What follows belongs to an exercise in optimizing a design on an open flow for small area; a production flow would make more cautious choices. The RTL was checked by simulation tests, not by an equivalence proof against the original design. Power figures rest on the tool's default switching activity, not on a simulated workload.

Setup of JK:
// powlib_ipmaxi_rd
module powlib_ipmaxi_rd #(
   parameter int MAX_BURST = 128,
   parameter     ID        = "IPMAXI_RD",
   parameter int EAR       = 0,
   parameter int EDBG      = 0,
   parameter int B_BPD     = 4,
   parameter int B_AW      = 32,
   localparam int B_DW     = 8*B_BPD
) (
   input  logic            clk,
   input  logic            rst,
   input  logic [B_AW-1:0] wraddr,
   input  logic [B_DW-1:0] wrdata,
   input  logic            wrvld,
   output logic            wrrdy,
   output logic            wrnf,
   output logic [B_AW-1:0] rdaddr,
   output logic [B_DW-1:0] rddata,
   output logic [1:0]      rdresp,
   output logic            rdvld,
   input  logic            rdrdy,
   output logic [B_AW-1:0] araddr,
   output logic [7:0]      arlen,
   output logic [2:0]      arsize,
   output logic [1:0]      arburst,
   output logic            arvalid,
   input  logic            arready,
   input  logic [B_DW-1:0] rdata,
   input  logic [1:0]      rresp,
   input  logic            rlast,
   input  logic            rvalid,
   output logic            rready
);
Size: roughly 2100 cells after synthesis, about 0.023 mm2 of cells after synthesis.
Settings: LEC_CHECK=0, CAP_MARGIN=20, CORE_MARGIN=2, CORE_UTILIZATION=60, CTS_BUF_LIST=sky130_fd_sc_hd__clkbuf_4, CTS_CLUSTER_DIAMETER=50, CTS_CLUSTER_SIZE=8, SLEW_MARGIN=20; clock period 10.0 ns.
standard.sh (not shown) runs the stock make flow with config.mk's settings and CLKGATE_MAP_FILE= SYNTH_SCRIPT=/design/flow/synth_recipe.tcl, a recipe that flattens the netlist after the stock synthesis.
==> flow/flow/run.sh <==
#!/bin/bash
# The standard layout (standard.sh) with two changes:
#  - ABC maps the combinational logic with an area-oriented script (flow/abc_area_nf.script)
#    in place of ORFS's speed script; the rest of the synthesis (synth_recipe.tcl, sourced
#    unchanged) and every register stay as the standard synthesis makes them;
#  - the port buffers are made from the smallest buffer cell.
# Each tool's output stays in ORFS's own logs under orfs/logs; make's output goes to
# standard_flow.log.
set -euo pipefail
here=$(pwd)
cat > "$here/area_synth.tcl" <<TCL
proc abc {args} {
  set i [lsearch -exact \$args -script]
  if { \$i >= 0 } { lset args [expr { \$i + 1 }] $here/flow/abc_area_nf.script }
  yosys abc {*}\$args
}
source $here/synth_recipe.tcl
TCL
sed "s#SYNTH_SCRIPT=[^ ]*#SYNTH_SCRIPT=$here/area_synth.tcl #" standard.sh > "$here/area_standard.sh"
grep -q "SYNTH_SCRIPT=$here/area_synth.tcl" "$here/area_standard.sh"
export BUFFER_PORTS_ARGS="-buffer_cell sky130_fd_sc_hd__buf_1"
bash "$here/area_standard.sh" > standard_flow.log 2>&1
==> flow/flow/abc_area_nf.script <==
&get -n
&st
&dch
&nf -R 1000
&put
Changes in MS relative to JK:
- a change of CORE_UTILIZATION from 60 to 70
==> flow/flow/run.sh <==
#!/bin/bash
set -euo pipefail
export BUFFER_PORTS_ARGS="-buffer_cell sky130_fd_sc_hd__buf_1"
bash standard.sh > standard_flow.log 2>&1
removed: flow/flow/abc_area_nf.script
Notes after the runs:
Going from JK to MS, static leakage grew slightly. The run with more routed wire is MS, not JK. There was hardly any difference in design internal power between MS and JK. In the metrics for MS and JK, the one carrying the lower internal reg-to-reg setup slack is JK. Number of optimization iterations in the first detailed-route pass, MS and JK, lower one = MS. Die area (MS vs. JK) decreases by a little under 10%. Diff JK -> MS: die width fell 8.7 um; overall power of the completed layout rose 3.1%. Area of all placed cells without fillers was lower in JK than in MS.
Relative to MS, the following input files were edited for AL:
- a change of CTS_BUF_LIST from sky130_fd_sc_hd__clkbuf_4 to sky130_fd_sc_hd__clkbuf_2 sky130_fd_sc_hd__clkbuf_4
- a change of CORE_UTILIZATION from 70 to 60
==> flow/flow/run.sh <==
#!/bin/bash
# The standard layout (standard.sh) with two changes:
#  - ABC maps the combinational logic with an area-oriented script (flow/abc_area_nf.script)
#    in place of ORFS's speed script; the rest of the synthesis (synth_recipe.tcl, sourced
#    unchanged) and every register stay as the standard synthesis makes them;
#  - the port buffers are made from the smallest buffer cell.
# Each tool's output stays in ORFS's own logs under orfs/logs; make's output goes to
# standard_flow.log.
set -euo pipefail
here=$(pwd)
cat > "$here/area_synth.tcl" <<TCL
proc abc {args} {
  set i [lsearch -exact \$args -script]
  if { \$i >= 0 } { lset args [expr { \$i + 1 }] $here/flow/abc_area_nf.script }
  yosys abc {*}\$args
}
source $here/synth_recipe.tcl
TCL
sed "s#SYNTH_SCRIPT=[^ ]*#SYNTH_SCRIPT=$here/area_synth.tcl #" standard.sh > "$here/area_standard.sh"
grep -q "SYNTH_SCRIPT=$here/area_synth.tcl" "$here/area_standard.sh"
export BUFFER_PORTS_ARGS="-buffer_cell sky130_fd_sc_hd__buf_1"
bash "$here/area_standard.sh" > standard_flow.log 2>&1
==> flow/flow/abc_area_nf.script (new file) <==
&get -n
&st
&dch
&nf -R 1000
&put
Notes after the runs:
Worst slew margin relative to its limit, AL and MS: higher on AL. Delta (AL minus MS): number of iterations in the first detailed-routing pass went up; fill cell total of the finished layout went up 20%; part of the total power dissipated in sequential elements grew by 2.1 points; routed wire length down about 3.6%. Summary of the comparison: utilization is lower in AL, relative to MS. Fraction of synthesized cell area in xor and xnor cells was lower in AL than in MS. Comparing AL and MS, the lower buffer count excluding the clock tree in the final layout was measured on AL. Between AL and MS, the difference in area occupied by registers is negligible. Higher clock buffer count in the final layout was reported by AL, not MS. Lower setup slack was reported by AL, not MS.
Input-level comparison between TR and AL:
- swapping sky130_fd_sc_hd__clkbuf_2 sky130_fd_sc_hd__clkbuf_4 for sky130_fd_sc_hd__clkbuf_4 in CTS_BUF_LIST
==> flow/flow/run.sh <==
#!/bin/bash
set -euo pipefail
export BUFFER_PORTS_ARGS="-buffer_cell sky130_fd_sc_hd__buf_1"
bash standard.sh > standard_flow.log 2>&1
removed: flow/flow/abc_area_nf.script
==> comparison <==
TR gives more synthesized area than AL did. First-pass GRT wire length delta (TR − AL): unfavourable. Per the comparison of TR with AL, die width climbed about 3%; combinational group share of total power climbed 3.1 points. Compared to AL, TR has cell leakage power 0.75% higher. TR — final RePlAce weighted congestion 3.1% higher, AL as reference.

afterwards: timing with drivers on the ports:
The results above use ideal ports. As a check the final layouts listed here were re-extracted and re-timed, cells and wires unchanged. Step 1: set_driving_cell puts a clkbuf_16 on clk and a buf_2 on each other input, an assumption about the parent block. Step 2 times the ports against the registers' clock, not the clock port: input delays grow and output delays shrink by t, the midpoint of the rising clock arrivals with the driver on. Three values: no drivers, after step 1, after step 2; two values: the first two.
run	shift t [ns]	setup slack, ns	worst setup path after step 2	worst slew at a driven data input, ns	pins driven straight from the clock port
JK	0.847	2.014 / 2.014 / 1.954	input to register	0.09	1
MS	0.853	3.395 / 3.414 / 2.561	input to register	0.10	1
AL	0.847	2.014 / 2.014 / 1.954	input to register	0.09	1
TR	0.843	3.098 / 3.129 / 2.287	input to register	0.11	1
After both steps every run listed still meets setup and hold. For MS, which loses most, drivers alone change the setup slack by +0.019 ns; drivers and shift together by -0.834 ns.
